This is an optimization exercise on Yosys and OpenROAD, whose aim is small area, a short achievable clock period and few clock cycles per item, not a production implementation.
Where RTL was checked, it was by simulation tests only, not by an equivalence proof against the original.
For runs 2 to 6, only the layout was checked, not whether the RTL still works.

### config.mk
export PLATFORM = sky130hd
export DESIGN_NAME = cordic_engine
export DESIGN_NICKNAME = cordic_engine
export VERILOG_FILES = /design/flow/design.v
export SDC_FILE = /design/flow/constraint.sdc
export NUM_CORES = 4
export LEC_CHECK = 0
export CAP_MARGIN = 20
export CORE_MARGIN = 2
export CORE_UTILIZATION = 45
export PLACE_DENSITY = 0.6
export SETUP_SLACK_MARGIN = 2.2
export SLEW_MARGIN = 20
export SYNTH_HIERARCHICAL = 1
export SYNTH_MINIMUM_KEEP_SIZE = 0
### design.v
module cordic_engine #(
  parameter int WIDTH       = 16,
  parameter int ANGLE_WIDTH = 16,
  parameter int STAGES      = 14,
  parameter int GUARD       = 2,
  parameter int TAG_WIDTH   = 8
) (
  input  logic                   clock,
  input  logic                   reset,
  input  logic                   in_valid,
  output logic                   in_ready,
  input  logic                   mode_in,
  input  logic signed [WIDTH-1:0] x_in,
  input  logic signed [WIDTH-1:0] y_in,
  input  logic [ANGLE_WIDTH-1:0] angle_in,
  input  logic [TAG_WIDTH-1:0]   tag_in,
  output logic                   out_valid,
  input  logic                   out_ready,
  output logic signed [WIDTH+1:0] x_out,
  output logic signed [WIDTH+1:0] y_out,
  output logic [ANGLE_WIDTH-1:0] angle_out,
  output logic                   mode_out,
  output logic [TAG_WIDTH-1:0]   tag_out
);
  localparam int IW = WIDTH + 2 + GUARD;
  localparam int AW = ANGLE_WIDTH;
  localparam int OW = WIDTH + 2;
  localparam int ADD  = 1;
  localparam int ADDZ = 1;
  localparam logic [AW-1:0] HALF = {1'b1, {(AW-1){1'b0}}};
  function automatic logic [AW-1:0] atan_lut(input int i);
    logic [32:0] a;
    logic [32:0] r;
    case (i)
      0:  a = 33'h20000000;
      1:  a = 33'h12E4051E;
      2:  a = 33'h09FB385B;
      3:  a = 33'h051111D4;
      4:  a = 33'h028B0D43;
      5:  a = 33'h0145D7E1;
      6:  a = 33'h00A2F61E;
      7:  a = 33'h00517C55;
      8:  a = 33'h0028BE53;
      9:  a = 33'h00145F2F;
      10: a = 33'h000A2F98;
      11: a = 33'h000517CC;
      12: a = 33'h00028BE6;
      13: a = 33'h000145F3;
      14: a = 33'h0000A2FA;
      15: a = 33'h0000517D;
      16: a = 33'h000028BE;
      17: a = 33'h0000145F;
      18: a = 33'h00000A30;
      19: a = 33'h00000518;
      20: a = 33'h0000028C;
      21: a = 33'h00000146;
      22: a = 33'h000000A3;
      23: a = 33'h00000051;
      24: a = 33'h00000029;
      25: a = 33'h00000014;
      26: a = 33'h0000000A;
      27: a = 33'h00000005;
      28: a = 33'h00000003;
      29: a = 33'h00000001;
      30: a = 33'h00000001;
      default: a = 33'h0;
    endcase
    r = (a + ((33'd1 << 32) >> (AW + 1))) >> (32 - AW);
    atan_lut = r[AW-1:0];
  endfunction
  function automatic int lo_bit(input int k);
    if (k <= 1)      lo_bit = GUARD;
    else if (k == 2) lo_bit = GUARD - 1;
    else             lo_bit = 0;
    if (lo_bit < 0) lo_bit = 0;
  endfunction
  function automatic int hi_bit(input int k);
    hi_bit = (k == 0) ? WIDTH + GUARD : IW - 1;
  endfunction
  logic en;                        
  logic v [0:STAGES];              
  assign out_valid = v[STAGES];
  assign en        = ~v[STAGES] | out_ready;
  assign in_ready  = en;
  logic signed [IW-1:0] xs [0:STAGES];
  logic signed [IW-1:0] ys [0:STAGES];
  logic [AW-1:0]        zs [0:STAGES];
  logic                 m  [0:STAGES];
  logic [TAG_WIDTH-1:0] ts [0:STAGES];
  logic                 ds [0:STAGES];     
  logic signed [IW-1:0] x_ext, y_ext, x_pre, y_pre;
  logic [AW-1:0]        z_pre;
  logic                 flip;
  always_comb begin
    x_ext = {{(IW-WIDTH){x_in[WIDTH-1]}}, x_in} <<< GUARD;
    y_ext = {{(IW-WIDTH){y_in[WIDTH-1]}}, y_in} <<< GUARD;
    flip  = mode_in ? x_in[WIDTH-1] : (angle_in[AW-1] ^ angle_in[AW-2]);
    x_pre = flip ? -x_ext : x_ext;
    y_pre = flip ? -y_ext : y_ext;
    if (mode_in) z_pre = flip ? HALF : '0;
    else         z_pre = flip ? angle_in + HALF : angle_in;
  end
  for (genvar k = 0; k <= STAGES; k++) begin : g_st
    localparam int LO = lo_bit(k);
    localparam int HI = hi_bit(k);
    logic signed [IW-1:0] xd, yd;    
    logic [AW-1:0]        zd;
    logic                 md;
    logic                 dd;
    logic [TAG_WIDTH-1:0] td;
    logic                 ld;        
    logic [HI:LO]         xr, yr;
    logic [AW-1:0]        zr;
    logic                 mr;
    logic                 dr;
    logic [TAG_WIDTH-1:0] tr;
    if (k == 0) begin : g_in
      assign xd = x_pre;
      assign yd = y_pre;
      assign zd = z_pre;
      assign md = mode_in;
      assign dd = mode_in ? ((|y_in) & (y_in[WIDTH-1] ^ x_in[WIDTH-1])) : ~angle_in[AW-2];
      assign td = tag_in;
      assign ld = en;
      always_ff @(posedge clock or posedge reset) begin
        if (reset) v[0] <= 1'b0;
        else if (en) v[0] <= in_valid;
      end
    end else begin : g_it
      localparam int I = k - 1;
      localparam logic [AW-1:0] ATAN = atan_lut(I);
      localparam logic [AW-1:0] NATAN = -atan_lut(I);
      logic signed [IW-1:0] xsh, ysh;
      logic [IW:0]          xa, ya;
      logic                 d;
      logic [AW-1:0]        zn;
      assign xsh = xs[k-1] >>> I;
      assign ysh = ys[k-1] >>> I;
      assign d   = ds[k-1];
      cordic_add #(.W(IW), .KIND(ADD)) u_x (.a(xs[k-1]), .b(ysh), .inv(d), .ci(d), .s(xa[IW:1]));
      cordic_add #(.W(IW), .KIND(ADD)) u_y (.a(ys[k-1]), .b(xsh), .inv(~d), .ci(~d), .s(ya[IW:1]));
      assign zn = zs[k-1] + (d ? NATAN : ATAN);
      assign xa[0] = 1'b0;
      assign ya[0] = 1'b0;
      assign xd = xa[IW:1];
      assign yd = ya[IW:1];
      assign zd = zn;
      assign md = m[k-1];
      assign dd = (k < STAGES) ? (m[k-1] ? ya[IW] : ~zn[AW-1]) : 1'b0;
      assign td = ts[k-1];
      assign ld = en;
      always_ff @(posedge clock or posedge reset) begin
        if (reset) v[k] <= 1'b0;
        else if (en) v[k] <= v[k-1];
      end
    end
    always_ff @(posedge clock) begin
      if (ld) begin
        xr <= xd[HI:LO];
        yr <= yd[HI:LO];
        zr <= zd;
        mr <= md;
        dr <= dd;
        tr <= td;
      end
    end
    assign xs[k] = {{(IW-1-HI){xr[HI]}}, xr, {LO{1'b0}}};
    assign ys[k] = {{(IW-1-HI){yr[HI]}}, yr, {LO{1'b0}}};
    assign zs[k] = zr;
    assign m[k]  = mr;
    assign ds[k] = dr;
    assign ts[k] = tr;
  end
  assign x_out     = xs[STAGES][IW-1:GUARD];
  assign y_out     = ys[STAGES][IW-1:GUARD];
  assign angle_out = zs[STAGES];
  assign mode_out  = m[STAGES];
  assign tag_out   = ts[STAGES];
endmodule
module cordic_add #(
  parameter int W    = 20,
  parameter int KIND = 2
) (
  input  logic [W-1:0] a,
  input  logic [W-1:0] b,
  input  logic         inv,
  input  logic         ci,
  output logic [W-1:0] s
);
  function automatic int clog2(input int n);
    clog2 = 0;
    while ((1 << clog2) < n) clog2++;
  endfunction
  localparam int L = clog2(W);
  function automatic bit comp(input int l, input int i);
    comp = (KIND == 1) ? (((i >> l) & 1) == 1) : (i >= (1 << l));
  endfunction
  function automatic int partner(input int l, input int i);
    partner = (KIND == 1) ? ((i >> l) << l) - 1 : i - (1 << l);
  endfunction
  function automatic bit pol(input int l, input int i);
    pol = 1'b0;
    for (int m = 0; m < l; m++) if (comp(m, i)) pol = ~pol;
  endfunction
  function automatic bit needx(input int l, input int j);
    needx = 1'b0;
    for (int i = 0; i < W; i++)
      if (comp(l, i) && partner(l, i) == j && pol(l, i) != pol(l, j)) needx = 1'b1;
  endfunction
  logic [W-1:0] bb, p, g;
  logic [W-1:0] gg [0:L];
  logic [W-1:0] pp [0:L];
  logic [W-1:0] gx [0:L];    
  logic [W-1:0] px [0:L];
  assign bb = b ^ {W{inv}};
  assign p  = a ^ bb;
  assign g  = a & bb;
  assign gg[0] = {g[W-1:1], g[0] | (p[0] & ci)};
  assign pp[0] = p;
  for (genvar l = 0; l < L; l++) begin : g_lv
    for (genvar i = 0; i < W; i++) begin : g_b
      localparam int  J  = partner(l, i);
      localparam bit  PI = pol(l, i);
      localparam bit  DO = comp(l, i);
      localparam bit  FIN = (J < (1 << l));    
      localparam bit  PJ = (DO && J >= 0) ? pol(l, J) : 1'b0;
      if (DO && J >= 0) begin : g_c
        logic gl, pl;
        if (PJ == PI) begin : g_same
          assign gl = gg[l][J];
          assign pl = pp[l][J];
        end else begin : g_flip
          assign gl = gx[l][J];
          assign pl = px[l][J];
        end
        if (FIN) begin : g_gray
          if (PI) begin : g_o
            cordic_goai u_c (.gh(gg[l][i]), .ph(pp[l][i]), .gl(gl), .g(gg[l+1][i]));
          end else begin : g_a
            cordic_gaoi u_c (.gh(gg[l][i]), .ph(pp[l][i]), .gl(gl), .g(gg[l+1][i]));
          end
          assign pp[l+1][i] = 1'b0;
        end else begin : g_black
          if (PI) begin : g_o
            cordic_boai u_c (.gh(gg[l][i]), .ph(pp[l][i]), .gl(gl), .pl(pl),
                             .g(gg[l+1][i]), .p(pp[l+1][i]));
          end else begin : g_a
            cordic_baoi u_c (.gh(gg[l][i]), .ph(pp[l][i]), .gl(gl), .pl(pl),
                             .g(gg[l+1][i]), .p(pp[l+1][i]));
          end
        end
      end else begin : g_pass
        assign gg[l+1][i] = gg[l][i];
        assign pp[l+1][i] = pp[l][i];
      end
      if (needx(l, i)) begin : g_x
        cordic_inv u_gx (.a(gg[l][i]), .y(gx[l][i]));
        cordic_inv u_px (.a(pp[l][i]), .y(px[l][i]));
      end else begin : g_nx
        assign gx[l][i] = 1'b0;
        assign px[l][i] = 1'b0;
      end
    end
  end
  logic [W-1:0] c, cp;
  assign c = {gg[L][W-2:0], ci};
  for (genvar i = 0; i < W; i++) begin : g_s
    localparam bit PC = (i == 0) ? 1'b0 : pol(L, i - 1);
    assign s[i] = p[i] ^ c[i] ^ PC;
  end
endmodule
module cordic_baoi (
  input  logic gh, ph, gl, pl,
  output logic g, p
);
  assign g = ~(gh | (ph & gl));
  assign p = ~(ph & pl);
endmodule
module cordic_boai (
  input  logic gh, ph, gl, pl,
  output logic g, p
);
  assign g = ~(gh & (ph | gl));
  assign p = ~(ph | pl);
endmodule
module cordic_gaoi (
  input  logic gh, ph, gl,
  output logic g
);
  assign g = ~(gh | (ph & gl));
endmodule
module cordic_goai (
  input  logic gh, ph, gl,
  output logic g
);
  assign g = ~(gh & (ph | gl));
endmodule
module cordic_inv (
  input  logic a,
  output logic y
);
  assign y = ~a;
endmodule
### run.sh
#!/bin/bash
# synth_recipe.tcl (not shown) runs the flow's synth.tcl, then flattens the netlist and writes it again
# the make line also repeats each setting of config.mk as NAME=value (left out here)
make -C /OpenROAD-flow-scripts/flow DESIGN_CONFIG=/design/flow/config.mk WORK_HOME=/design/flow/orfs CLKGATE_MAP_FILE= SYNTH_SCRIPT=/design/flow/synth_recipe.tcl finish
### constraint.sdc
create_clock -name core_clock -period 5.0 [get_ports {clock}]
set_input_delay 1.0000 -clock core_clock [delete_from_list [all_inputs] [get_ports {clock}]]
set_output_delay 1.0000 -clock core_clock [all_outputs]
set_load 0.01 [all_outputs]
==> summary.txt, run 1 <==
Outcome
  – Run status: no timing/DRC/antenna violations

Placement
  – Estimated wirelength of the detail-placed design: 99100 microns
  – RePlAce Congestion: 0.833
  – Count of port buffers added during placement: 123

Drt
  – WL final: 149000 microns
  – # DRC: 0
  – Length of the first detailed-routing pass in iterations: 5
  – Vias per std cell: 5.08
  – Antenna Violating Nets Remaining: 0
  – Number of DRC violations after detailed-routing iteration 0: 1667
  – Via Count: 45376
  – Detail-routed net length per standard cell: 16.7 microns

CTS
  – Sink Count: 988
  – CTS Buffer Depth: 3
  – Register clock-pin slew on the reported worst setup and hold paths: 0.06 ns
  – Clock tree from TritonCTS: built
  – CTS HTree Levels: 3
  – Clock root buffer: sky130_fd_sc_hd__clkbuf_16
  – Clock latency at the later pin of the worst-skew pair: 0.74 ns
  – TritonCTS buffer count: 116

Global routing
  – Number of antenna violations at the first check in global routing: 0
  – Wire length of the first global-routing pass: 231000 microns
  – Via count of the first global-routing pass: 45591
  – Total overflow reported by the global router: 0
  – Pin count of the biggest net entering global routing: 175
  – GR Util All Layers: 18.5%

Finish
  – Commonest non-fill, non-tap cells in the layout: sky130_fd_sc_hd__edfxtp_1, sky130_fd_sc_hd__xor2_1, sky130_fd_sc_hd__ha_1
  – NumNets Final: 7604
  – Ant diodes: 0
  – Most common cell after layout, fill and taps aside: sky130_fd_sc_hd__edfxtp_1
  – Synthesis-to-layout area growth: 23.4%
  – Number of fill cells: 12383
  – Combined area of the multi-input logic cells: 38900 sq um
  – Share of cells above drive strength 1: 29.2%
  – Sequential cell area: 29600 sq um

Synth
  – Area of the mapped netlist: 68100 sq um
  – Yosys warning count: 30
  – Synthesized instance count: 6037
  – Per-instance average area after synthesis: 11.3 sq um

Floorplan
  – Die Area: 155000 sq um
  – Horizontal die dimension: 393 microns
  – Die boundary height: 393 microns
  – Core Area: 150000 sq um
  – Number of rows created at floorplan: 142
  – Number of top-level design ports: 124
  – Initial cell density of the core: 45.4%

Worst setup path
  – Required time at the worst-slack endpoint: 5.46 ns
  – Type of the setup path with the least slack: register to register
  – Type of element capturing the critical path: register
  – Worst-path fanout max: 7
  – Startpoint kind of the worst setup timing path: register
  – Data arrival time of the worst path: 3.41 ns

Timing
  – Final sum of negative setup slack: 0 ns
  – Worst-case clock skew: 0.0674 ns
  – Slew @ Worst Pin: 1.02 ns
  – Tcrit/Tclk final: 59.0%
  – Worst slack on hold paths: 0.406 ns
  – Number of setup violations in the final report: 0
  – Max_slew headroom: 32.3%
  – RSZ-0062 raised after global routing: true
  – Minimum clock period: 2.95 ns
  – Max-slew violation count: 0
  – Number of hold violations in the final report: 0
  – Achievable frequency: 339 MHz

Min path
  – Hold Path Class: register to register

Job
  – # Max-Cap Violations: 0
per-layer routing:
metal | routed length, microns | GRT usage, % | share of wire [%]
met1 | 60700 | 21.4 | 41
met4 | 4890 | 5.15 | 3.3
met5 | 0 | 0 | 0
met2 | 79800 | 35.3 | 53
met3 | 3970 | 2.41 | 2.7
critical path, cell delays in order, from the launching register on:
cell                        delay [ns]
sky130_fd_sc_hd__edfxtp_1         0.53
sky130_fd_sc_hd__bufinv_16        0.25
sky130_fd_sc_hd__xor2_1           0.17
sky130_fd_sc_hd__ha_1             0.37
sky130_fd_sc_hd__a21oi_2          0.21
sky130_fd_sc_hd__o21ai_4          0.10
sky130_fd_sc_hd__a21oi_4          0.25
sky130_fd_sc_hd__o21ai_4          0.08
sky130_fd_sc_hd__inv_2            0.08
sky130_fd_sc_hd__o21ai_4          0.06
sky130_fd_sc_hd__xor2_2           0.15
sky130_fd_sc_hd__xnor2_2          0.17
sky130_fd_sc_hd__buf_6            0.15
sky130_fd_sc_hd__nand2_1          0.05
sky130_fd_sc_hd__o21ai_1          0.05
state kept, by name, indices dropped and copies added, names as in the netlist:
name / cells
g_st.xr: 292
g_st.dr: 14
g_st.mr: 15
g_st.tr: 120
v: 15
g_st.zr: 240
g_st.yr: 292
metrics by stage:
stage                     std cells  worst slack [ns]  utilization (%)  instance area (sq um)
after floorplan                6052             0.372                -                  68700
after global placement         8153              1.22             48.0                  72100
after detailed placement       8154              1.21             48.0                  72100
after CTS                      8647              2.04             53.4                  80100
after global routing           8933              1.94             56.0                  84100
final                          8933              2.05             56.0                  84100
area by class of cell:
type	instances	share of cell area (%)
clock buffer	136	3.55
multi-input combinational	4425	46.3
tap	2016	3.00
clock inverter	80	1.11
inverter	572	2.79
sequential	988	35.2
timing repair inverter	20	0.283
timing repair buffer	696	7.81
path summary, 6_finish.rpt:
kind,start,endpoint,slack [ns],cells past startpoint
max,g_st[4].dr,g_st[5].dr,2.05,14
min,g_st[5].tr[3],g_st[6].tr[3],0.41,0
max reg2reg,g_st[4].dr,g_st[5].dr,2.05,14
min reg2reg,g_st[5].tr[3],g_st[6].tr[3],0.41,0
max in group asynchronous,reset,v[11],4.01,2
min in group asynchronous,reset,v[1],0.63,2
what timing repair did:
item / 4_1_cts / 5_1_grt
gates resized for setup: 392 / 345
hold buffers: 0 / 0
cloned: 23 / 16
pin swaps: 213 / 361
buffers inserted: 254 / 270
setup endpoints to repair: 282 / 139
Testbench counts, summed over its fixed seeds: cycles 3,320, items 3,200.
==> run 2: changes to the inputs <==
--- a/design.v
+++ b/design.v
@@ -189,7 +189,3 @@
 );
-  function automatic int clog2(input int n);
-    clog2 = 0;
-    while ((1 << clog2) < n) clog2++;
-  endfunction
-  localparam int L = clog2(W);
+  localparam int L = $clog2(W);
   function automatic bit comp(input int l, input int i);
==> run 2 against run 1 <==
Critical path type unchanged. Worst setup slack unchanged. Count of clock-buffer cells in the layout unchanged. Core utilization unchanged. Still clean on timing, DRC and antenna. First-iteration DRC count unchanged.
==> summary.txt, run 2 <==
CTS
  – Post-cts hold buffer count: 0 (unchanged)
  – Clock root buffer: sky130_fd_sc_hd__clkbuf_16
  – CTS HTree Levels: 3 (unchanged)
  – Sink Count: 988 (unchanged)
  – Register clock-pin slew on the reported worst setup and hold paths: 0.06 ns (about the same)
  – Clock tree from TritonCTS: built
  – TritonCTS buffer count: 116 (unchanged)
  – CTS Buffer Depth: 3 (unchanged)
  – Clock latency at the later pin of the worst-skew pair: 0.74 ns (about the same)

Global routing
  – GR Util All Layers: 18.5% (unchanged)
  – Via count of the first global-routing pass: 45591 (unchanged)
  – Wire length of the first global-routing pass: 231000 microns (unchanged)
  – Number of antenna violations at the first check in global routing: 0 (unchanged)
  – Pin count of the biggest net entering global routing: 175 (unchanged)
  – Total overflow reported by the global router: 0 (unchanged)

Finish
  – Synthesis-to-layout area growth: 23.4% (unchanged)
  – Area of all placed cells without fillers: 84100 sq um (unchanged)
  – Commonest non-fill, non-tap cells in the layout: sky130_fd_sc_hd__edfxtp_1, sky130_fd_sc_hd__xor2_1, sky130_fd_sc_hd__ha_1
  – Largest registers: g_st.xr (292), g_st.yr (292), g_st.zr (240)
  – Combined area of the multi-input logic cells: 38900 sq um (unchanged)
  – NumNets Final: 7604 (unchanged)
  – Number of fill cells: 12383 (unchanged)
  – Share of cells above drive strength 1: 29.2% (unchanged)
  – Ant diodes: 0 (unchanged)
  – Most common cell after layout, fill and taps aside: sky130_fd_sc_hd__edfxtp_1
  – Sequential cell area: 29600 sq um (unchanged)

Timing
  – Max_slew headroom: 32.3% (unchanged)
  – Tcrit/Tclk final: 59.0% (unchanged)
  – Final sum of negative setup slack: 0 ns (unchanged)
  – Achievable frequency: 339 MHz (unchanged)
  – Minimum clock period: 2.95 ns (unchanged)
  – Slew @ Worst Pin: 1.02 ns (unchanged)
  – Number of hold violations in the final report: 0 (unchanged)
  – Worst slack on hold paths: 0.406 ns (unchanged)
  – RSZ-0062 raised after global routing: true
  – Max-slew violation count: 0 (unchanged)
  – Worst-case clock skew: 0.0674 ns (unchanged)
  – Number of setup violations in the final report: 0 (unchanged)

Floorplan
  – Initial cell density of the core: 45.4% (unchanged)
  – Horizontal die dimension: 393 microns (unchanged)
  – Core Area: 150000 sq um (unchanged)
  – Die Area: 155000 sq um (unchanged)
  – Number of top-level design ports: 124 (unchanged)
  – Number of rows created at floorplan: 142 (unchanged)
  – Die boundary height: 393 microns (unchanged)

Drt
  – Detail-routed net length per standard cell: 16.7 microns (unchanged)
  – Vias per std cell: 5.08 (unchanged)
  – Length of the first detailed-routing pass in iterations: 5 (unchanged)
  – Via Count: 45376 (unchanged)
  – # DRC: 0 (unchanged)
  – Antenna Violating Nets Remaining: 0 (unchanged)
  – Number of DRC violations after detailed-routing iteration 0: 1667 (unchanged)
  – WL final: 149000 microns (unchanged)

Synth
  – Area of the mapped netlist: 68100 sq um (unchanged)
  – Yosys warning count: 30 (unchanged)
  – Synthesized instance count: 6037 (unchanged)
  – Per-instance average area after synthesis: 11.3 sq um (unchanged)

Job
  – # Max-Cap Violations: 0 (unchanged)

Outcome
  – Run status: no timing/DRC/antenna violations

Worst setup path
  – Worst-path fanout max: 7 (unchanged)
  – Startpoint kind of the worst setup timing path: register
  – Type of the setup path with the least slack: register to register
  – Data arrival time of the worst path: 3.41 ns (about the same)
  – Type of element capturing the critical path: register
  – Required time at the worst-slack endpoint: 5.46 ns (about the same)

Placement
  – Estimated wirelength of the detail-placed design: 99100 microns (unchanged)
  – RePlAce Congestion: 0.833 (unchanged)
  – Count of port buffers added during placement: 123 (unchanged)
  – Cell area after placement: 72100 sq um (unchanged)

Min path
  – Hold Path Class: register to register
==> run 2: routing by layer <==
layer / vias to the layer above / global-route usage (%) / wire [microns]
li1: 22738 / - / -
met1: 21813 / 21.4 / 60700
met2: 566 / 35.3 / 79800
met3: 259 / 2.41 / 3970
met4: 0 / 5.15 / 4890
met5: - / 0 / 0
==> run 2: path summary, 6_finish.rpt <==
path	from	end	slack (ns)	cells past startpoint
max	g_st[4].dr	g_st[5].dr	2.05	14
min reg2reg	g_st[5].tr[3]	g_st[6].tr[3]	0.41	0
min in group asynchronous	reset	v[1]	0.63	2
max in group asynchronous	reset	v[11]	4.01	2
max reg2reg	g_st[4].dr	g_st[5].dr	2.05	14
min	g_st[5].tr[3]	g_st[6].tr[3]	0.41	0
==> run 2: area by class of cell <==
class	instances	share of cell area, %
clock buffer	136	3.55
clock inverter	80	1.11
inverter	572	2.79
multi-input combinational	4425	46.3
sequential	988	35.2
tap	2016	3.00
timing repair buffer	696	7.81
timing repair inverter	20	0.283
==> run 2: metrics by stage <==
stage          util, %  setup slack (ns)  cells
2_1_floorplan        -             0.372   6052
6_report          56.0              2.05   8933
3_3_place_gp      48.0              1.22   8153
4_1_cts           53.4              2.04   8647
5_1_grt           56.0              1.94   8933
3_5_place_dp      48.0              1.21   8154
==> run 2: what timing repair did <==
item,in CTS,in global routing
resized for setup,392,345
endpoints found under the setup margin,282,139
setup buffers,254,270
gates cloned,23,16
pin swaps,213,361
==> run 2: critical path, stage by stage, from the launching register on <==
cell and delay (ns):
sky130_fd_sc_hd__edfxtp_1 0.53, sky130_fd_sc_hd__bufinv_16 0.25, sky130_fd_sc_hd__xor2_1 0.17, sky130_fd_sc_hd__ha_1 0.37, sky130_fd_sc_hd__a21oi_2 0.21, sky130_fd_sc_hd__o21ai_4 0.10, sky130_fd_sc_hd__a21oi_4 0.25, sky130_fd_sc_hd__o21ai_4 0.08
sky130_fd_sc_hd__inv_2 0.08, sky130_fd_sc_hd__o21ai_4 0.06, sky130_fd_sc_hd__xor2_2 0.15, sky130_fd_sc_hd__xnor2_2 0.17, sky130_fd_sc_hd__buf_6 0.15, sky130_fd_sc_hd__nand2_1 0.05, sky130_fd_sc_hd__o21ai_1 0.05
==> run 3: changes to the inputs <==
--- a/config.mk
+++ b/config.mk
@@ -11,3 +11,3 @@
 export PLACE_DENSITY = 0.6
-export SETUP_SLACK_MARGIN = 2.2
+export SETUP_SLACK_MARGIN = 2.6
 export SLEW_MARGIN = 20
==> run 3 against run 2 <==
Still clean. Core utilization up 7.5 points. Sequential share of layout area fell by 4.2 points. Global-route usage rose by 2.7 points. Register-to-register slack better by 0.02 ns. Non-clock buffer count rose by 618. Worst setup slack gained 0.025 ns. Final area up 13%. Routed wire length up 17%. Clock skew is 0.0071 ns higher. Highest routed layer unchanged.
==> summary.txt, run 3 <==
Floorplan
  – Die boundary height: 393 microns (unchanged)
  – Core Area: 150000 sq um (unchanged)
  – Horizontal die dimension: 393 microns (unchanged)
  – Number of rows created at floorplan: 142 (unchanged)
  – Initial cell density of the core: 45.4% (unchanged)
  – Number of top-level design ports: 124 (unchanged)
  – Die Area: 155000 sq um (unchanged)

CTS
  – TritonCTS buffer count: 116 (unchanged)
  – Clock root buffer: sky130_fd_sc_hd__clkbuf_16
  – Clock tree from TritonCTS: built
  – CTS HTree Levels: 3 (unchanged)
  – CTS Buffer Depth: 3 (unchanged)
  – Sink Count: 988 (unchanged)
  – Clock latency at the later pin of the worst-skew pair: 0.75 ns (about the same)
  – Post-cts hold buffer count: 0 (unchanged)
  – Register clock-pin slew on the reported worst setup and hold paths: 0.06 ns (about the same)

Drt
  – Number of DRC violations after detailed-routing iteration 0: 1956 (+17%)
  – Vias per std cell: 5.15 (+1.5%)
  – WL final: 175000 microns (+17%)
  – Via Count: 49238 (+8.5%)
  – Antenna Violating Nets Remaining: 0 (unchanged)
  – Length of the first detailed-routing pass in iterations: 5 (unchanged)
  – Detail-routed net length per standard cell: 18.3 microns (+9.6%)
  – # DRC: 0 (unchanged)

Finish
  – Synthesis-to-layout area growth: 39.9%
  – Area of all placed cells without fillers: 95300 sq um (+13%)
  – NumNets Final: 8223 (+8.1%)
  – Largest registers: g_st.xr (292), g_st.yr (292), g_st.zr (240)
  – Commonest non-fill, non-tap cells in the layout: sky130_fd_sc_hd__edfxtp_1, sky130_fd_sc_hd__buf_4, sky130_fd_sc_hd__xor2_1
  – Sequential cell area: 29600 sq um (unchanged)
  – Number of fill cells: 10934 (-12%)
  – Combined area of the multi-input logic cells: 43600 sq um (+12%)
  – Ant diodes: 0 (unchanged)
  – Share of cells above drive strength 1: 44.3% (+15 points)
  – Most common cell after layout, fill and taps aside: sky130_fd_sc_hd__edfxtp_1

Worst setup path
  – Startpoint kind of the worst setup timing path: register
  – Type of the setup path with the least slack: register to register
  – Bufs and invs on worst path: 5 (+2)
  – Required time at the worst-slack endpoint: 5.49 ns (+0.03 ns)
  – Stage delay of the slowest cell on the critical path: 0.38 ns (-0.15 ns)
  – Data arrival time of the worst path: 3.42 ns (about the same)
  – Worst-path fanout max: 8 (+1)
  – Type of element capturing the critical path: register
  – Minimum setup slack among reg-to-reg paths: 2.07 ns (+0.02 ns)
  – Family with the most delay on the worst path: compound AO/OA/AOI/OAI gates
  – Series of cell instances along the critical path: buf_6 > clkinvlp_4 > buf_12 > buf_12 > xor2_1 > ha_1 > a21oi_2 > o21ai_2 > a21oi_4 > o21ai_4 > inv_2 > o21ai_2 > xor2_2 > xnor2_2 > nand2_1 > o21ai_1
  – Crit-path slowest cell: sky130_fd_sc_hd__edfxtp_1

Min path
  – Hold Path Class: register to register

Timing
  – Max-slew violation count: 0 (unchanged)
  – Tcrit/Tclk final: 58.5% (-0.50 points)
  – Max_slew headroom: 43.8% (+12 points)
  – Worst-case clock skew: 0.0745 ns (+0.00709 ns)
  – Number of hold violations in the final report: 0 (unchanged)
  – RSZ-0062 raised after global routing: true
  – Minimum clock period: 2.93 ns (-0.0250 ns)
  – Slew @ Worst Pin: 0.843 ns (-0.173 ns)
  – Final sum of negative setup slack: 0 ns (unchanged)
  – Number of setup violations in the final report: 0 (unchanged)
  – Achievable frequency: 342 MHz (+0.85%)

Global routing
  – Total overflow reported by the global router: 0 (unchanged)
  – GR Util All Layers: 21.2% (+2.7 points)
  – Number of antenna violations at the first check in global routing: 0 (unchanged)
  – Via count of the first global-routing pass: 49639 (+8.9%)
  – Wire length of the first global-routing pass: 260000 microns (+13%)
  – Pin count of the biggest net entering global routing: 112 (-36%)

Outcome
  – Run status: no timing/DRC/antenna violations

Synth
  – Yosys warning count: 30 (unchanged)
  – Per-instance average area after synthesis: 11.3 sq um (unchanged)
  – Area of the mapped netlist: 68100 sq um (unchanged)
  – Synthesized instance count: 6037 (unchanged)

Placement
  – Cell area after placement: 72100 sq um (unchanged)
  – Estimated wirelength of the detail-placed design: 99100 microns (unchanged)
  – RePlAce Congestion: 0.833 (unchanged)
  – Count of port buffers added during placement: 123 (unchanged)

Job
  – # Max-Cap Violations: 0 (unchanged)
[run 3: repair_timing]
action	4_1_cts	5_1_grt
buffers inserted	655	456
endpoints found under the setup margin	1427	706
gates cloned	62	9
pin swaps	686	760
gates resized for setup	1382	844
[run 3: worst register-to-register path, cell delays in order, from the launching register on]
cell	delay (ns)
sky130_fd_sc_hd__edfxtp_1	0.38
sky130_fd_sc_hd__buf_6	0.12
sky130_fd_sc_hd__clkinvlp_4	0.08
sky130_fd_sc_hd__buf_12	0.15
sky130_fd_sc_hd__buf_12	0.15
sky130_fd_sc_hd__xor2_1	0.16
sky130_fd_sc_hd__ha_1	0.35
sky130_fd_sc_hd__a21oi_2	0.09
sky130_fd_sc_hd__o21ai_2	0.20
sky130_fd_sc_hd__a21oi_4	0.08
sky130_fd_sc_hd__o21ai_4	0.21
sky130_fd_sc_hd__inv_2	0.07
sky130_fd_sc_hd__o21ai_2	0.18
sky130_fd_sc_hd__xor2_2	0.19
sky130_fd_sc_hd__xnor2_2	0.11
sky130_fd_sc_hd__nand2_1	0.09
sky130_fd_sc_hd__o21ai_1	0.07
[run 3: path summary, 6_finish.rpt]
check | start | end | cells after the start
setup / recovery | g_st[1].dr | g_st[2].dr | 16
hold / removal | g_st[9].zr[1] | g_st[10].zr[1] | 0
setup reg to reg | g_st[1].dr | g_st[2].dr | 16
hold reg to reg | g_st[9].zr[1] | g_st[10].zr[1] | 0
max in group asynchronous | reset | v[11] | 2
min in group asynchronous | reset | v[1] | 2
[run 3: routing by layer]
metal | track usage (%) | vias to the layer above | routed length [microns]
met5 | 0 | - | 0
met4 | 7.27 | 0 | 7400
met3 | 2.48 | 377 | 5260
met2 | 41.0 | 782 | 94600
met1 | 23.6 | 24130 | 67700
li1 | - | 23949 | -
[run 3: through the flow]
stage               setup slack [ns]  utilization (%)  hold slack (ns)  instances
finish                          2.07             63.5            0.404       9552
CTS                             2.09             58.5            0.401       9087
floorplan                      0.372                -            0.400       6052
global route                    1.93             63.5            0.406       9552
detailed placement              1.21             48.0            0.405       8154
global placement                1.22             48.0            0.400       8153
[run 3: area by class of cell]
cell class | instances | share of cell area, %
clock inverter | 80 | 0.979
tap | 2016 | 2.65
clock buffer | 136 | 3.13
multi-input combinational | 4425 | 45.7
inverter | 572 | 2.55
sequential | 988 | 31.0
timing repair buffer | 1314 | 13.6
timing repair inverter | 21 | 0.308
==> run 4: changes to the inputs <==
--- a/design.v
+++ b/design.v
@@ -90,2 +90,3 @@
   logic                 ds [0:STAGES];     
+  logic                 dn [0:STAGES];     
   logic signed [IW-1:0] x_ext, y_ext, x_pre, y_pre;
@@ -114,3 +115,3 @@
     logic                 mr;
-    logic                 dr;
+    logic                 dr, nr;
     logic [TAG_WIDTH-1:0] tr;
@@ -132,3 +133,2 @@
       localparam logic [AW-1:0] NATAN = -atan_lut(I);
-      logic signed [IW-1:0] xsh, ysh;
       logic [IW:0]          xa, ya;
@@ -136,8 +136,7 @@
       logic [AW-1:0]        zn;
-      assign xsh = xs[k-1] >>> I;
-      assign ysh = ys[k-1] >>> I;
       assign d   = ds[k-1];
-      cordic_add #(.W(IW), .KIND(ADD)) u_x (.a(xs[k-1]), .b(ysh), .inv(d), .ci(d), .s(xa[IW:1]));
-      cordic_add #(.W(IW), .KIND(ADD)) u_y (.a(ys[k-1]), .b(xsh), .inv(~d), .ci(~d), .s(ya[IW:1]));
-      assign zn = zs[k-1] + (d ? NATAN : ATAN);
+      cordic_add #(.W(IW), .KIND(ADD), .SH(I)) u_x (.a(xs[k-1]), .b(ys[k-1]), .inv(d), .ci(d), .s(xa[IW:1]));
+      cordic_add #(.W(IW), .KIND(ADD), .SH(I)) u_y (.a(ys[k-1]), .b(xs[k-1]), .inv(dn[k-1]), .ci(dn[k-1]), .s(ya[IW:1]));
+      cordic_add #(.W(AW), .KIND(ADD), .KON(1'b1), .K0(ATAN), .K1(NATAN))
+        u_z (.a(zs[k-1]), .b('0), .inv(d), .ci(1'b0), .s(zn));
       assign xa[0] = 1'b0;
@@ -163,2 +162,3 @@
         dr <= dd;
+        nr <= ~dd;
         tr <= td;
@@ -171,2 +171,3 @@
     assign ds[k] = dr;
+    assign dn[k] = nr;
     assign ts[k] = tr;
@@ -181,3 +182,7 @@
   parameter int W    = 20,
-  parameter int KIND = 2
+  parameter int KIND = 2,
+  parameter int SH   = 0,                
+  parameter bit KON  = 1'b0,             
+  parameter logic [W-1:0] K0 = '0,       
+  parameter logic [W-1:0] K1 = '0        
 ) (
@@ -197,9 +202,8 @@
   function automatic bit pol(input int l, input int i);
-    pol = 1'b0;
-    for (int m = 0; m < l; m++) if (comp(m, i)) pol = ~pol;
+    if (KIND == 1) pol = $countones(i & ((1 << l) - 1)) % 2 == 1;
+    else           pol = ((i == 0) ? 0 : (($clog2(i + 1) < l) ? $clog2(i + 1) : l)) % 2 == 1;
   endfunction
-  function automatic bit needx(input int l, input int j);
-    needx = 1'b0;
-    for (int i = 0; i < W; i++)
-      if (comp(l, i) && partner(l, i) == j && pol(l, i) != pol(l, j)) needx = 1'b1;
+  function automatic bit isp(input int l, input int j);
+    if (KIND == 1) isp = ((j + 1) % (1 << l) == 0) && ((((j + 1) >> l) & 1) == 1) && (j + 1 < W);
+    else           isp = j + (1 << l) < W;
   endfunction
@@ -210,6 +214,43 @@
   logic [W-1:0] px [0:L];
-  assign bb = b ^ {W{inv}};
-  assign p  = a ^ bb;
-  assign g  = a & bb;
-  assign gg[0] = {g[W-1:1], g[0] | (p[0] & ci)};
+  if (KON) begin : g_k
+    for (genvar i = 0; i < W; i++) begin : g_b
+      if (K0[i] == K1[i]) begin : g_c
+        assign bb[i] = K0[i];
+      end else if (K1[i]) begin : g_t
+        assign bb[i] = inv;
+      end else begin : g_f
+        assign bb[i] = ~inv;
+      end
+    end
+  end else begin : g_v
+    logic [W-1:0] bs;
+    assign bs = $signed(b) >>> SH;
+    for (genvar i = 0; i < W; i++) begin : g_b
+      if (i > W - 1 - SH) begin : g_s
+        assign bb[i] = bb[W-1-SH];
+      end else begin : g_d
+        cordic_xor u_x (.a(bs[i]), .b(inv), .y(bb[i]));
+      end
+    end
+  end
+  for (genvar i = 0; i < W; i++) begin : g_pg
+    if (KON && K0[i] == K1[i] && !K0[i]) begin : g_z
+      assign p[i] = a[i];
+      assign g[i] = 1'b0;
+    end else if (KON && K0[i] == K1[i]) begin : g_o
+      cordic_inv u_p (.a(a[i]), .y(p[i]));
+      assign g[i] = a[i];
+    end else begin : g_v
+      cordic_xor u_p (.a(a[i]), .b(bb[i]), .y(p[i]));
+      cordic_and u_g (.a(a[i]), .b(bb[i]), .y(g[i]));
+    end
+  end
+  if (KON) begin : g_c0
+    assign gg[0][0] = g[0];                  
+  end else begin : g_c0
+    logic b0;
+    assign b0 = b[SH];
+    cordic_cy0 u_c (.a(a[0]), .b(b0), .inv(inv), .g(gg[0][0]));
+  end
+  assign gg[0][W-1:1] = g[W-1:1];
   assign pp[0] = p;
@@ -251,3 +292,3 @@
       end
-      if (needx(l, i)) begin : g_x
+      if (isp(l, i)) begin : g_x
         cordic_inv u_gx (.a(gg[l][i]), .y(gx[l][i]));
@@ -264,3 +305,7 @@
     localparam bit PC = (i == 0) ? 1'b0 : pol(L, i - 1);
-    assign s[i] = p[i] ^ c[i] ^ PC;
+    if (PC) begin : g_n
+      cordic_xnor u_s (.a(p[i]), .b(c[i]), .y(s[i]));
+    end else begin : g_p
+      cordic_xor u_s (.a(p[i]), .b(c[i]), .y(s[i]));
+    end
   end
@@ -299 +344,30 @@
 endmodule
+module cordic_and (
+  input  logic a,
+  input  logic b,
+  output logic y
+);
+  assign y = a & b;
+endmodule
+module cordic_xor (
+  input  logic a,
+  input  logic b,
+  output logic y
+);
+  assign y = a ^ b;
+endmodule
+module cordic_xnor (
+  input  logic a,
+  input  logic b,
+  output logic y
+);
+  assign y = ~(a ^ b);
+endmodule
+module cordic_cy0 (
+  input  logic a,
+  input  logic b,
+  input  logic inv,
+  output logic g
+);
+  assign g = inv ? (a | ~b) : (a & b);
+endmodule
--- a/config.mk
+++ b/config.mk
@@ -11,3 +11,3 @@
 export PLACE_DENSITY = 0.6
-export SETUP_SLACK_MARGIN = 2.6
+export SETUP_SLACK_MARGIN = 2.5
 export SLEW_MARGIN = 20
@@ -15 +15,2 @@
 export SYNTH_MINIMUM_KEEP_SIZE = 0
+export TNS_END_PERCENT = 10
==> run 4 against run 3 <==
Still clean on timing, DRC and antenna. Worst hold slack better by 0.011 ns. Synthesized cell count is 7.9% higher. Cell count is 2.2% higher. Non-clock buffer count is 376 lower. Clock skew is 0.054 ns lower. Largest cell class unchanged.
==> summary.txt, run 4 <==
Drt
  – Via Count: 47329 (-3.9%)
  – Detail-routed net length per standard cell: 15.2 microns (-17%)
  – Vias per std cell: 4.85 (-5.9%)
  – WL final: 149000 microns (-15%)
  – # DRC: 0 (unchanged)
  – Antenna Violating Nets Remaining: 0 (unchanged)
  – Number of DRC violations after detailed-routing iteration 0: 1484 (-24%)
  – Length of the first detailed-routing pass in iterations: 6 (+1)

Placement
  – Cell area after placement: 73200 sq um (+1.5%)
  – RePlAce Congestion: 0.821 (-1.4%)
  – Number of placed cells counting well taps: 8773 (+7.6%)
  – Count of port buffers added during placement: 123 (unchanged)
  – Setup WS pre-CTS: 1.08 ns (-0.126 ns)
  – Estimated wirelength of the detail-placed design: 95900 microns (-3.3%)

Timing
  – Final sum of negative setup slack: 0 ns (unchanged)
  – Number of hold violations in the final report: 0 (unchanged)
  – Max-slew violation count: 0 (unchanged)
  – Number of setup violations in the final report: 0 (unchanged)
  – Tcrit/Tclk final: 55.4% (-3.2 points)
  – RSZ-0062 raised after global routing: true
  – Final setup margin: 2.23 ns (+0.158 ns)
  – Slew @ Worst Pin: 1.07 ns (+0.224 ns)
  – Achievable frequency: 361 MHz (+5.7%)
  – Minimum clock period: 2.77 ns (-0.158 ns)
  – Worst-case clock skew: 0.0205 ns (-0.0540 ns)
  – Max_slew headroom: 28.8% (-15 points)
  – Worst slack on hold paths: 0.416 ns (+0.0115 ns)

CTS
  – CTS Buffer Depth: 3 (unchanged)
  – TritonCTS buffer count: 119 (+2.6%)
  – Clock tree from TritonCTS: built
  – CTS HTree Levels: 3 (unchanged)
  – Sink Count: 1002 (+1.4%)
  – Clock latency at the later pin of the worst-skew pair: 0.74 ns (about the same)
  – Register clock-pin slew on the reported worst setup and hold paths: 0.06 ns (about the same)
  – Clock root buffer: sky130_fd_sc_hd__clkbuf_16

Global routing
  – GR Util All Layers: 19.2% (-2.0 points)
  – Via count of the first global-routing pass: 50402 (+1.5%)
  – Pin count of the biggest net entering global routing: 205 (+83%)
  – Wire length of the first global-routing pass: 246000 microns (-5.3%)
  – Total overflow reported by the global router: 0 (unchanged)
  – Number of antenna violations at the first check in global routing: 0 (unchanged)

Synth
  – Synthesized instance count: 6513 (+7.9%)
  – Yosys warning count: 275 (+820%)
  – Area of the mapped netlist: 68700 sq um (+0.80%)
  – Per-instance average area after synthesis: 10.5 sq um (-6.6%)

Worst setup path
  – Stage delay of the slowest cell on the critical path: 0.35 ns (-0.03 ns)
  – Required time at the worst-slack endpoint: 4.00 ns (-1.49 ns)
  – Bufs and invs on worst path: 3 (-2)
  – Series of cell instances along the critical path: nor2b_4 > buf_6 > clkinvlp_4 > buf_12
  – Type of element capturing the critical path: primary output
  – Startpoint kind of the worst setup timing path: register
  – Data arrival time of the worst path: 1.77 ns (-1.65 ns)
  – Crit-path slowest cell: sky130_fd_sc_hd__dfrtp_1
  – Worst-path fanout max: 2 (-6)
  – Type of the setup path with the least slack: register to primary output
  – Family with the most delay on the worst path: buffers and inverters

Floorplan
  – Number of top-level design ports: 124 (unchanged)
  – Number of rows created at floorplan: 143 (+0.70%)
  – Die Area: 156000 sq um (+0.79%)
  – Initial cell density of the core: 45.3% (-0.12 points)
  – Die boundary height: 395 microns (+0.40%)
  – Core Area: 152000 sq um (+1.1%)
  – Horizontal die dimension: 395 microns (+0.40%)

Finish
  – Ant diodes: 0 (unchanged)
  – Most common cell after layout, fill and taps aside: sky130_fd_sc_hd__xor2_1
  – Number of standard cells in the final layout excluding fillers: 9761 (+2.2%)
  – Area of all placed cells without fillers: 92100 sq um (-3.4%)
  – NumNets Final: 7690 (-6.5%)
  – Share of cells above drive strength 1: 38.4% (-5.9 points)
  – Commonest non-fill, non-tap cells in the layout: sky130_fd_sc_hd__xor2_1, sky130_fd_sc_hd__edfxtp_1, sky130_fd_sc_hd__a21oi_2
  – Synthesis-to-layout area growth: 34.1%
  – Largest registers: g_st.xr (292), g_st.yr (292), g_st.zr (240)

Min path
  – Hold Path Class: register to register

Outcome
  – Run status: no timing/DRC/antenna violations

Job
  – # Max-Cap Violations: 0 (unchanged)
run 4: metal layers:
layer	track usage [%]	vias up	routed length [microns]
li1	-	23542	-
met2	39.1	535	85000
met1	19.3	22947	53900
met5	0	-	0
met3	2.32	305	3370
met4	7.71	0	6330
run 4: worst reg2reg max path: cells and delay by family, from the launching register on:
family | cells | cell delay, ns
XOR/XNOR | 3 | 0.56
buffers and inverters | 7 | 0.93
flip-flops | 1 | 0.38
AO/OA/AOI/OAI | 5 | 0.60
run 4: timing repair:
action,in CTS,in global routing
cloned,34,1
endpoints found under the setup margin,1440,1079
pin swaps,537,17
hold buffers,0,0
buffers inserted,710,18
gates resized for setup,1310,42
run 4: final cells by class:
class | count | area (sq um)
clock inverters | 70 | 716
clock buffers | 155 | 3250
inverters | 604 | 2300
well taps | 2030 | 2540
flip-flops and latches | 1002 | 30000
repair buffers | 938 | 8910
fillers | 11955 | 59700
repair inverters | 1 | 5.00
multi-input cells | 4961 | 44300
run 4: through the flow:
| step | util, % |
|---|---|
| 3_5_place_dp | 48.2 |
| 5_1_grt | 60.7 |
| 4_1_cts | 60.4 |
| 6_report | 60.7 |
| 2_1_floorplan | - |
| 3_3_place_gp | 48.2 |
run 4: final timing paths:
kind	from	to	slack [ns]	depth (start not counted)
max reg2reg	g_st[1].nr	g_st[2].yr[19]	2.29	15
min reg2reg	g_st[10].tr[2]	g_st[11].tr[2]	0.42	0
min in group asynchronous	reset	v[14]	0.61	2
max in group asynchronous	reset	v[6]	4.03	2
min	g_st[10].tr[2]	g_st[11].tr[2]	0.42	0
max	v[14]	in_ready	2.23	4
==> run 5: changes to the inputs <==
--- a/config.mk
+++ b/config.mk
@@ -11,3 +11,3 @@
 export PLACE_DENSITY = 0.6
-export SETUP_SLACK_MARGIN = 2.5
+export SETUP_SLACK_MARGIN = 2.3
 export SLEW_MARGIN = 20
@@ -15,2 +15 @@
 export SYNTH_MINIMUM_KEEP_SIZE = 0
-export TNS_END_PERCENT = 10
==> run 5 against run 4 <==
Still clean on timing, DRC and antenna. Worst hold slack lost 0.0044 ns. Sequential share of layout area is 0.34 points higher. Sequential cell count did not move.
==> summary.txt, run 5 <==
Floorplan
  – Horizontal die dimension: 395 microns (unchanged)
  – Core Area: 152000 sq um (unchanged)
  – Number of top-level design ports: 124 (unchanged)
  – Number of rows created at floorplan: 143 (unchanged)
  – Die boundary height: 395 microns (unchanged)
  – Die Area: 156000 sq um (unchanged)
  – Initial cell density of the core: 45.3% (unchanged)

Timing
  – Final sum of negative setup slack: 0 ns (unchanged)
  – Worst-case clock skew: 0.0406 ns (+0.0202 ns)
  – Max-slew violation count: 0 (unchanged)
  – Achievable frequency: 358 MHz (-0.74%)
  – RSZ-0062 raised after global routing: true
  – Number of setup violations in the final report: 0 (unchanged)
  – Worst slack on hold paths: 0.412 ns (-0.00437 ns)
  – Tcrit/Tclk final: 55.8% (+0.41 points)
  – Max_slew headroom: 35.4% (+6.6 points)
  – Minimum clock period: 2.79 ns (+0.0205 ns)
  – Slew @ Worst Pin: 0.968 ns (-0.0992 ns)
  – Number of hold violations in the final report: 0 (unchanged)

Drt
  – Via Count: 46379 (-2.0%)
  – Detail-routed net length per standard cell: 15.2 microns (-0.42%)
  – # DRC: 0 (unchanged)
  – Vias per std cell: 4.84 (-0.24%)
  – Antenna Violating Nets Remaining: 0 (unchanged)
  – WL final: 145000 microns (-2.2%)
  – Length of the first detailed-routing pass in iterations: 5 (-1)
  – Number of DRC violations after detailed-routing iteration 0: 1433 (-3.4%)

Worst setup path
  – Most common cell type on the critical path: sky130_fd_sc_hd__buf_4
  – Type of element capturing the critical path: register
  – Crit-path slowest cell: sky130_fd_sc_hd__edfxtp_1
  – Required time at the worst-slack endpoint: 5.49 ns (+1.49 ns)
  – Stages on the worst setup path: 16 (+12)
  – Worst-path fanout max: 6 (+4)
  – Series of cell instances along the critical path: buf_12 > buf_6 > xor2_4 > xor2_2 > nand2_2 > buf_4 > buf_4 > buf_4 > buf_4 > buf_4 > buf_4 > buf_4 > inv_1 > nand2_1 > o21ai_2 > xor2_1
  – Bufs and invs on worst path: 10 (+7)
  – Stage delay of the slowest cell on the critical path: 0.47 ns (+0.12 ns)
  – Family with the most delay on the worst path: buffers and inverters
  – Startpoint kind of the worst setup timing path: register
  – Data arrival time of the worst path: 3.28 ns (+1.51 ns)
  – Type of the setup path with the least slack: register to register
  – Cell depth of the worst flop-to-flop path: 16 (+1)

Placement
  – RePlAce Congestion: 0.821 (unchanged)
  – Count of port buffers added during placement: 123 (unchanged)
  – Cell area after placement: 73500 sq um (+0.52%)
  – Estimated wirelength of the detail-placed design: 95800 microns (-0.12%)

Global routing
  – Number of antenna violations at the first check in global routing: 0 (unchanged)
  – Via count of the first global-routing pass: 46655 (-7.4%)
  – Wire length of the first global-routing pass: 225000 microns (-8.7%)
  – Pin count of the biggest net entering global routing: 171 (-17%)
  – Total overflow reported by the global router: 0 (unchanged)
  – GR Util All Layers: 17.4% (-1.8 points)

Job
  – # Max-Cap Violations: 0 (unchanged)

CTS
  – Clock latency at the later pin of the worst-skew pair: 0.74 ns (about the same)
  – Clock tree from TritonCTS: built
  – Clock root buffer: sky130_fd_sc_hd__clkbuf_16
  – CTS Buffer Depth: 3 (unchanged)
  – TritonCTS buffer count: 114 (-4.2%)
  – Register clock-pin slew on the reported worst setup and hold paths: 0.06 ns (about the same)
  – Sink Count: 1002 (unchanged)
  – CTS HTree Levels: 3 (unchanged)
  – Post-cts hold buffer count: 0 (unchanged)

Min path
  – Worst hold path cell count: 0 (unchanged)
  – Hold Path Class: register to register

Synth
  – Per-instance average area after synthesis: 10.5 sq um (unchanged)
  – Area of the mapped netlist: 68700 sq um (unchanged)
  – Synthesized instance count: 6513 (unchanged)
  – Yosys warning count: 275 (unchanged)

Finish
  – Ant diodes: 0 (unchanged)
  – Largest registers: g_st.xr (292), g_st.yr (292), g_st.zr (240)
  – Area of all placed cells without fillers: 91100 sq um (-1.0%)
  – Share of cells above drive strength 1: 38.2% (-0.11 points)
  – Synthesis-to-layout area growth: 32.7%
  – Commonest non-fill, non-tap cells in the layout: sky130_fd_sc_hd__edfxtp_1, sky130_fd_sc_hd__xor2_1, sky130_fd_sc_hd__a21oi_2
  – NumNets Final: 7527 (-2.1%)
  – Most common cell after layout, fill and taps aside: sky130_fd_sc_hd__edfxtp_1

Outcome
  – Run status: no timing/DRC/antenna violations
## run 5: area by class of cell
class                           count  area, sq um
Timing Repair Buffer              778         7380
Fill cell                       12066        60600
Sequential cell                  1002        30000
Tap cell                         2030         2540
Clock inverter                     68          763
Multi-Input combinational cell   4964        45100
Clock buffer                      142         2980
Inverter                          604         2290
## run 5: repair_timing
| action | in CTS | in global routing |
|---|---|---|
| setup endpoints to repair | 1165 | 511 |
| gates cloned | 11 | 18 |
| pin swaps | 210 | 281 |
| setup buffers | 352 | 233 |
| resized for setup | 587 | 734 |
## run 5: through the flow
step	std cells	setup slack (ns)	util [%]
after detailed placement	8764	1.00	48.5
final	9588	2.21	60.0
after CTS	9337	2.17	55.4
after global placement	8764	0.974	48.5
after global routing	9588	2.12	60.0
after floorplan	6573	-11.75	-
## run 5: path summary, 6_finish.rpt
| check | from | endpoint | slack, ns |
|---|---|---|---|
| max | g_st[6].nr | g_st[7].yr[7] | 2.21 |
| min | g_st[11].tr[0] | g_st[12].tr[0] | 0.41 |
| max reg2reg | g_st[6].nr | g_st[7].yr[7] | 2.21 |
| min reg2reg | g_st[11].tr[0] | g_st[12].tr[0] | 0.41 |
| max in group asynchronous | reset | v[4] | 4.00 |
| min in group asynchronous | reset | v[12] | 0.63 |
## run 5: layer usage
metal / vias up / part of all wire (%) / track usage (%)
li1: 23104 / - / -
met1: 22476 / 37 / 18.2
met2: 542 / 57 / 35.2
met3: 257 / 2.6 / 2.14
met4: 0 / 3.2 / 5.92
met5: - / 0 / 0
==> run 6: changes to the inputs <==
--- a/design.v
+++ b/design.v
@@ -91,13 +91,15 @@
   logic                 dn [0:STAGES];     
-  logic signed [IW-1:0] x_ext, y_ext, x_pre, y_pre;
+  logic signed [IW-1:0] x_pre, y_pre;
+  logic [WIDTH:0]       x_neg, y_neg;
+  logic                 y_nz;
   logic [AW-1:0]        z_pre;
   logic                 flip;
+  assign flip = mode_in ? x_in[WIDTH-1] : (angle_in[AW-1] ^ angle_in[AW-2]);
+  cordic_cneg #(.W(WIDTH)) u_nx (.a(x_in), .neg(flip), .y(x_neg), .nz());
+  cordic_cneg #(.W(WIDTH)) u_ny (.a(y_in), .neg(flip), .y(y_neg), .nz(y_nz));
+  assign x_pre = {{(IW-WIDTH-1-GUARD){x_neg[WIDTH]}}, x_neg, {GUARD{1'b0}}};
+  assign y_pre = {{(IW-WIDTH-1-GUARD){y_neg[WIDTH]}}, y_neg, {GUARD{1'b0}}};
   always_comb begin
-    x_ext = {{(IW-WIDTH){x_in[WIDTH-1]}}, x_in} <<< GUARD;
-    y_ext = {{(IW-WIDTH){y_in[WIDTH-1]}}, y_in} <<< GUARD;
-    flip  = mode_in ? x_in[WIDTH-1] : (angle_in[AW-1] ^ angle_in[AW-2]);
-    x_pre = flip ? -x_ext : x_ext;
-    y_pre = flip ? -y_ext : y_ext;
     if (mode_in) z_pre = flip ? HALF : '0;
-    else         z_pre = flip ? angle_in + HALF : angle_in;
+    else         z_pre = {angle_in[AW-1] ^ flip, angle_in[AW-2:0]};
   end
@@ -122,3 +124,3 @@
       assign md = mode_in;
-      assign dd = mode_in ? ((|y_in) & (y_in[WIDTH-1] ^ x_in[WIDTH-1])) : ~angle_in[AW-2];
+      assign dd = mode_in ? (y_nz & (y_in[WIDTH-1] ^ x_in[WIDTH-1])) : ~angle_in[AW-2];
       assign td = tag_in;
@@ -194,3 +196,7 @@
 );
-  localparam int L = $clog2(W);
+  function automatic int clog2(input int n);
+    clog2 = 0;
+    while ((1 << clog2) < n) clog2++;
+  endfunction
+  localparam int L = clog2(W);
   function automatic bit comp(input int l, input int i);
@@ -201,5 +207,9 @@
   endfunction
+  function automatic int ones(input int n);
+    ones = 0;
+    for (int m = 0; m < 8; m++) ones += (n >> m) & 1;
+  endfunction
   function automatic bit pol(input int l, input int i);
-    if (KIND == 1) pol = $countones(i & ((1 << l) - 1)) % 2 == 1;
-    else           pol = ((i == 0) ? 0 : (($clog2(i + 1) < l) ? $clog2(i + 1) : l)) % 2 == 1;
+    if (KIND == 1) pol = ones(i & ((1 << l) - 1)) % 2 == 1;
+    else           pol = ((i == 0) ? 0 : ((clog2(i + 1) < l) ? clog2(i + 1) : l)) % 2 == 1;
   endfunction
@@ -226,3 +236,5 @@
     logic [W-1:0] bs;
-    assign bs = $signed(b) >>> SH;
+    for (genvar i = 0; i < W; i++) begin : g_bs
+      assign bs[i] = (i + SH < W) ? b[i + SH] : b[W-1];
+    end
     for (genvar i = 0; i < W; i++) begin : g_b
@@ -250,5 +262,3 @@
   end else begin : g_c0
-    logic b0;
-    assign b0 = b[SH];
-    cordic_cy0 u_c (.a(a[0]), .b(b0), .inv(inv), .g(gg[0][0]));
+    cordic_cy0 u_c (.a(a[0]), .b(b[SH]), .inv(inv), .g(gg[0][0]));
   end
@@ -344,3 +354,37 @@
 endmodule
-module cordic_and (
+module cordic_cneg #(
+  parameter int W = 16
+) (
+  input  logic [W-1:0] a,
+  input  logic         neg,
+  output logic [W:0]   y,
+  output logic         nz
+);
+  function automatic int clog2(input int n);
+    clog2 = 0;
+    while ((1 << clog2) < n) clog2++;
+  endfunction
+  localparam int L = clog2(W);
+  logic [W:0] ae;
+  logic [W-1:0] oo [0:L];     
+  assign ae = {a[W-1], a};
+  assign oo[0] = a;
+  for (genvar l = 0; l < L; l++) begin : g_lv
+    for (genvar i = 0; i < W; i++) begin : g_b
+      if (((i >> l) & 1) == 1) begin : g_o
+        cordic_or u_o (.a(oo[l][i]), .b(oo[l][((i >> l) << l) - 1]), .y(oo[l+1][i]));
+      end else begin : g_p
+        assign oo[l+1][i] = oo[l][i];
+      end
+    end
+  end
+  assign nz   = oo[L][W-1];
+  assign y[0] = a[0];
+  for (genvar i = 1; i <= W; i++) begin : g_y
+    logic t;
+    cordic_and u_t (.a(neg), .b(oo[L][i-1]), .y(t));
+    cordic_xor u_y (.a(ae[i]), .b(t), .y(y[i]));
+  end
+endmodule
+module cordic_or (
   input  logic a,
@@ -349,5 +393,5 @@
 );
-  assign y = a & b;
+  assign y = a | b;
 endmodule
-module cordic_xor (
+module cordic_and (
   input  logic a,
@@ -356,5 +400,5 @@
 );
-  assign y = a ^ b;
+  assign y = a & b;
 endmodule
-module cordic_xnor (
+module cordic_xor (
   input  logic a,
@@ -363,3 +407,3 @@
 );
-  assign y = ~(a ^ b);
+  assign y = a ^ b;
 endmodule
@@ -373 +417,8 @@
 endmodule
+module cordic_xnor (
+  input  logic a,
+  input  logic b,
+  output logic y
+);
+  assign y = ~(a ^ b);
+endmodule
--- a/config.mk
+++ b/config.mk
@@ -9,5 +9,5 @@
 export CORE_MARGIN = 2
-export CORE_UTILIZATION = 45
-export PLACE_DENSITY = 0.6
-export SETUP_SLACK_MARGIN = 2.3
+export CORE_UTILIZATION = 55
+export PLACE_DENSITY = 0.7
+export SETUP_SLACK_MARGIN = 2.2
 export SLEW_MARGIN = 20
==> run 6 against run 5 <==
Global-route usage increased by 2.8 points. Cell count is 6.3% lower. Clock skew fell by 0.016 ns. Worst setup slack better by 0.020 ns. Highest routed layer unchanged.
==> summary.txt, run 6 <==
CTS
  – CTS Buffer Depth: 3 (unchanged)
  – Clock root buffer: sky130_fd_sc_hd__clkbuf_16
  – CTS HTree Levels: 3 (unchanged)
  – Sink Count: 1002 (unchanged)
  – Clock latency at the later pin of the worst-skew pair: 0.72 ns (-0.02 ns)
  – Register clock-pin slew on the reported worst setup and hold paths: 0.06 ns (about the same)
  – TritonCTS buffer count: 113 (-0.88%)
  – Clock tree from TritonCTS: built

Floorplan
  – Horizontal die dimension: 358 microns (-9.3%)
  – Die boundary height: 358 microns (-9.3%)
  – Number of top-level design ports: 124 (unchanged)
  – Initial cell density of the core: 55.6% (+10 points)
  – Core Area: 124000 sq um (-18%)
  – Number of rows created at floorplan: 129 (-9.8%)
  – Die Area: 128000 sq um (-18%)

Timing
  – RSZ-0062 raised after global routing: true
  – Final sum of negative setup slack: 0 ns (unchanged)
  – Achievable frequency: 361 MHz (+0.72%)
  – Worst-case clock skew: 0.0244 ns (-0.0163 ns)
  – Tcrit/Tclk final: 55.4% (-0.40 points)
  – Number of hold violations in the final report: 0 (unchanged)
  – Worst slack on hold paths: 0.399 ns (-0.0127 ns)
  – Minimum clock period: 2.77 ns (-0.0200 ns)
  – Max_slew headroom: 24.5% (-11 points)
  – Max-slew violation count: 0 (unchanged)
  – Slew @ Worst Pin: 1.13 ns (+0.164 ns)

Finish
  – Share of cells above drive strength 1: 32.6% (-5.6 points)
  – NumNets Final: 7320 (-2.8%)
  – Largest registers: g_st.xr (292), g_st.yr (292), g_st.zr (240)
  – Synthesis-to-layout area growth: 24.2%
  – Number of fill cells: 8814 (-27%)
  – Commonest non-fill, non-tap cells in the layout: sky130_fd_sc_hd__xor2_1, sky130_fd_sc_hd__edfxtp_1, sky130_fd_sc_hd__a21oi_2

Drt
  – Antenna Violating Nets Remaining: 0 (unchanged)
  – # DRC: 0 (unchanged)
  – Length of the first detailed-routing pass in iterations: 7 (+2)
  – WL final: 137000 microns (-5.5%)
  – Via Count: 45434 (-2.0%)
  – Detail-routed net length per standard cell: 15.3 microns (+0.78%)
  – Vias per std cell: 5.05 (+4.5%)
  – Number of DRC violations after detailed-routing iteration 0: 1972 (+38%)

Worst setup path
  – Family with the most delay on the worst path: buffers and inverters
  – Worst-path fanout max: 6 (unchanged)
  – Required time at the worst-slack endpoint: 5.46 ns (-0.03 ns)
  – Startpoint kind of the worst setup timing path: register
  – Most common cell type on the critical path: sky130_fd_sc_hd__buf_4
  – Bufs and invs on worst path: 5 (-5)
  – Type of element capturing the critical path: register
  – Type of the setup path with the least slack: register to register
  – Crit-path slowest cell: sky130_fd_sc_hd__edfxtp_1
  – Series of cell instances along the critical path: buf_12 > buf_4 > xor2_4 > xor2_2 > buf_4 > a21oi_4 > o21ai_2 > a21oi_4 > o21ai_4 > inv_2 > o21ai_2 > xor2_1 > buf_4 > a21o_1
  – Data arrival time of the worst path: 3.23 ns (-0.05 ns)

Synth
  – Area of the mapped netlist: 68900 sq um (+0.36%)
  – Synthesized instance count: 6550 (+0.57%)
  – Yosys warning count: 278 (+1.1%)
  – Per-instance average area after synthesis: 10.5 sq um (-0.20%)

Global routing
  – Pin count of the biggest net entering global routing: 197 (+15%)
  – Number of antenna violations at the first check in global routing: 1 (+1)
  – Via count of the first global-routing pass: 44700 (-4.2%)
  – GR Util All Layers: 20.2% (+2.8 points)
  – Wire length of the first global-routing pass: 213000 microns (-5.4%)
  – Total overflow reported by the global router: 0 (unchanged)

Placement
  – Count of port buffers added during placement: 123 (unchanged)
  – RePlAce Congestion: 0.829 (+0.99%)
  – Estimated wirelength of the detail-placed design: 93900 microns (-2.0%)

Min path
  – Hold Path Class: register to register

Outcome
  – Run status: no timing/DRC/antenna violations

Job
  – # Max-Cap Violations: 0 (unchanged)
## run 6: cell count changes in the layout (fill, tap and decap cells not counted), sizes merged, moves of 11 or more
cell	delta
a21o	+13
a21oi	+13
and2	+32
buf	-237
clkbuf	-16
inv	-28
mux2	-13
nor2	+11
o21ai	-11
or2	+64
xnor2	-25
xor2	+31
## run 6: final timing paths
kind	endpoint	slack [ns]	start	cells after the start
worst max-delay path	g_st[7].dr	2.23	g_st[6].nr	14
worst min-delay path	g_st[8].tr[2]	0.40	g_st[7].tr[2]	0
worst max register to register	g_st[7].dr	2.23	g_st[6].nr	14
worst min register to register	g_st[8].tr[2]	0.40	g_st[7].tr[2]	0
max in group asynchronous	v[8]	3.99	reset	2
min in group asynchronous	v[13]	0.64	reset	2
## run 6: worst reg2reg max path: stages (launching register included)
cell	delay (ns)
sky130_fd_sc_hd__edfxtp_1	0.47
sky130_fd_sc_hd__buf_12	0.19
sky130_fd_sc_hd__buf_4	0.16
sky130_fd_sc_hd__xor2_4	0.20
sky130_fd_sc_hd__xor2_2	0.20
sky130_fd_sc_hd__buf_4	0.15
sky130_fd_sc_hd__a21oi_4	0.15
sky130_fd_sc_hd__o21ai_2	0.09
sky130_fd_sc_hd__a21oi_4	0.19
sky130_fd_sc_hd__o21ai_4	0.11
sky130_fd_sc_hd__inv_2	0.08
sky130_fd_sc_hd__o21ai_2	0.06
sky130_fd_sc_hd__xor2_1	0.16
sky130_fd_sc_hd__buf_4	0.16
sky130_fd_sc_hd__a21o_1	0.14
## run 6: layout make-up
type	instances	area (sq um)	share of cell area (%)
well taps	1637	2050	2.39
flip-flops and latches	1002	30000	35.1
clock inverters	71	654	0.764
multi-input cells	5034	42700	49.8
clock buffers	135	3040	3.55
repair buffers	533	5020	5.87
inverters	574	2180	2.55
repair inverters	1	5.00	0.00585
diodes	1	2.50	0.00292
## run 6: repair_timing
item                       4_1_cts  5_1_grt
hold buffers                     0        0
pin swaps                      107      184
gates resized for setup        232      584
buffers inserted               193      148
cloned                           6        9
setup endpoints to repair      349      107
## run 6: per-stage QoR
step	utilization, %	instances	worst slack (ns)	cell area [sq um]
after global placement	59.2	8424	1.33	73400
final	69.1	8988	2.23	85600
after floorplan	-	6610	-11.68	69600
after CTS	64.9	8829	2.07	80400
after detailed placement	59.2	8424	1.33	73400
after global routing	69.1	8988	2.09	85600
## run 6: per-layer routing
metal  global-route usage, %  share of wire [%]  up-vias
li1                        -                  -    22809
met1                    21.1                 37    21785
met2                    40.6                 57      579
met3                    2.64                2.6      261
met4                    7.34                3.9        0
met5                       0                  0        -

==> afterwards: timing with drivers on the ports <==
No port has a modelled driver above. Below, the same layouts with a new extraction and two added sets of constraints. Step 1 sets driving cells, clkbuf_16 on the clock port and buf_2 on the other inputs (assumed; they add their load-dependent delay and slew). Step 2 moves the port delays by t, midway between the first and last clock arrival at a register: inputs arrive t later, outputs are due t later. That takes back most of the time a late clock gives input paths. a / b / c = no drivers / after step 1 / after step 2; a / b = the first two.
run | t, ns | setup slack, ns | worst setup path after step 2 | worst data-port slew with drivers (ns) | cell pins on the clock port's net
run 1 | 0.790 | 2.048 / 2.048 / 1.559 | input to register | 0.04 | 1
run 2 | 0.790 | 2.048 / 2.048 / 1.559 | input to register | 0.04 | 1
run 3 | 0.802 | 2.073 / 2.073 / 1.933 | input to register | 0.04 | 1
run 4 | 0.812 | 2.231 / 2.146 / 1.638 | input to register | 0.07 | 1
run 5 | 0.806 | 2.210 / 2.195 / 1.759 | input to register | 0.05 | 1
run 6 | 0.777 | 2.230 / 2.212 / 1.639 | input to register | 0.04 | 1
After both steps every run listed still meets setup and hold. The setup slack of run 4, which loses most, moves by -0.085 ns with the drivers and by -0.593 ns with both steps.
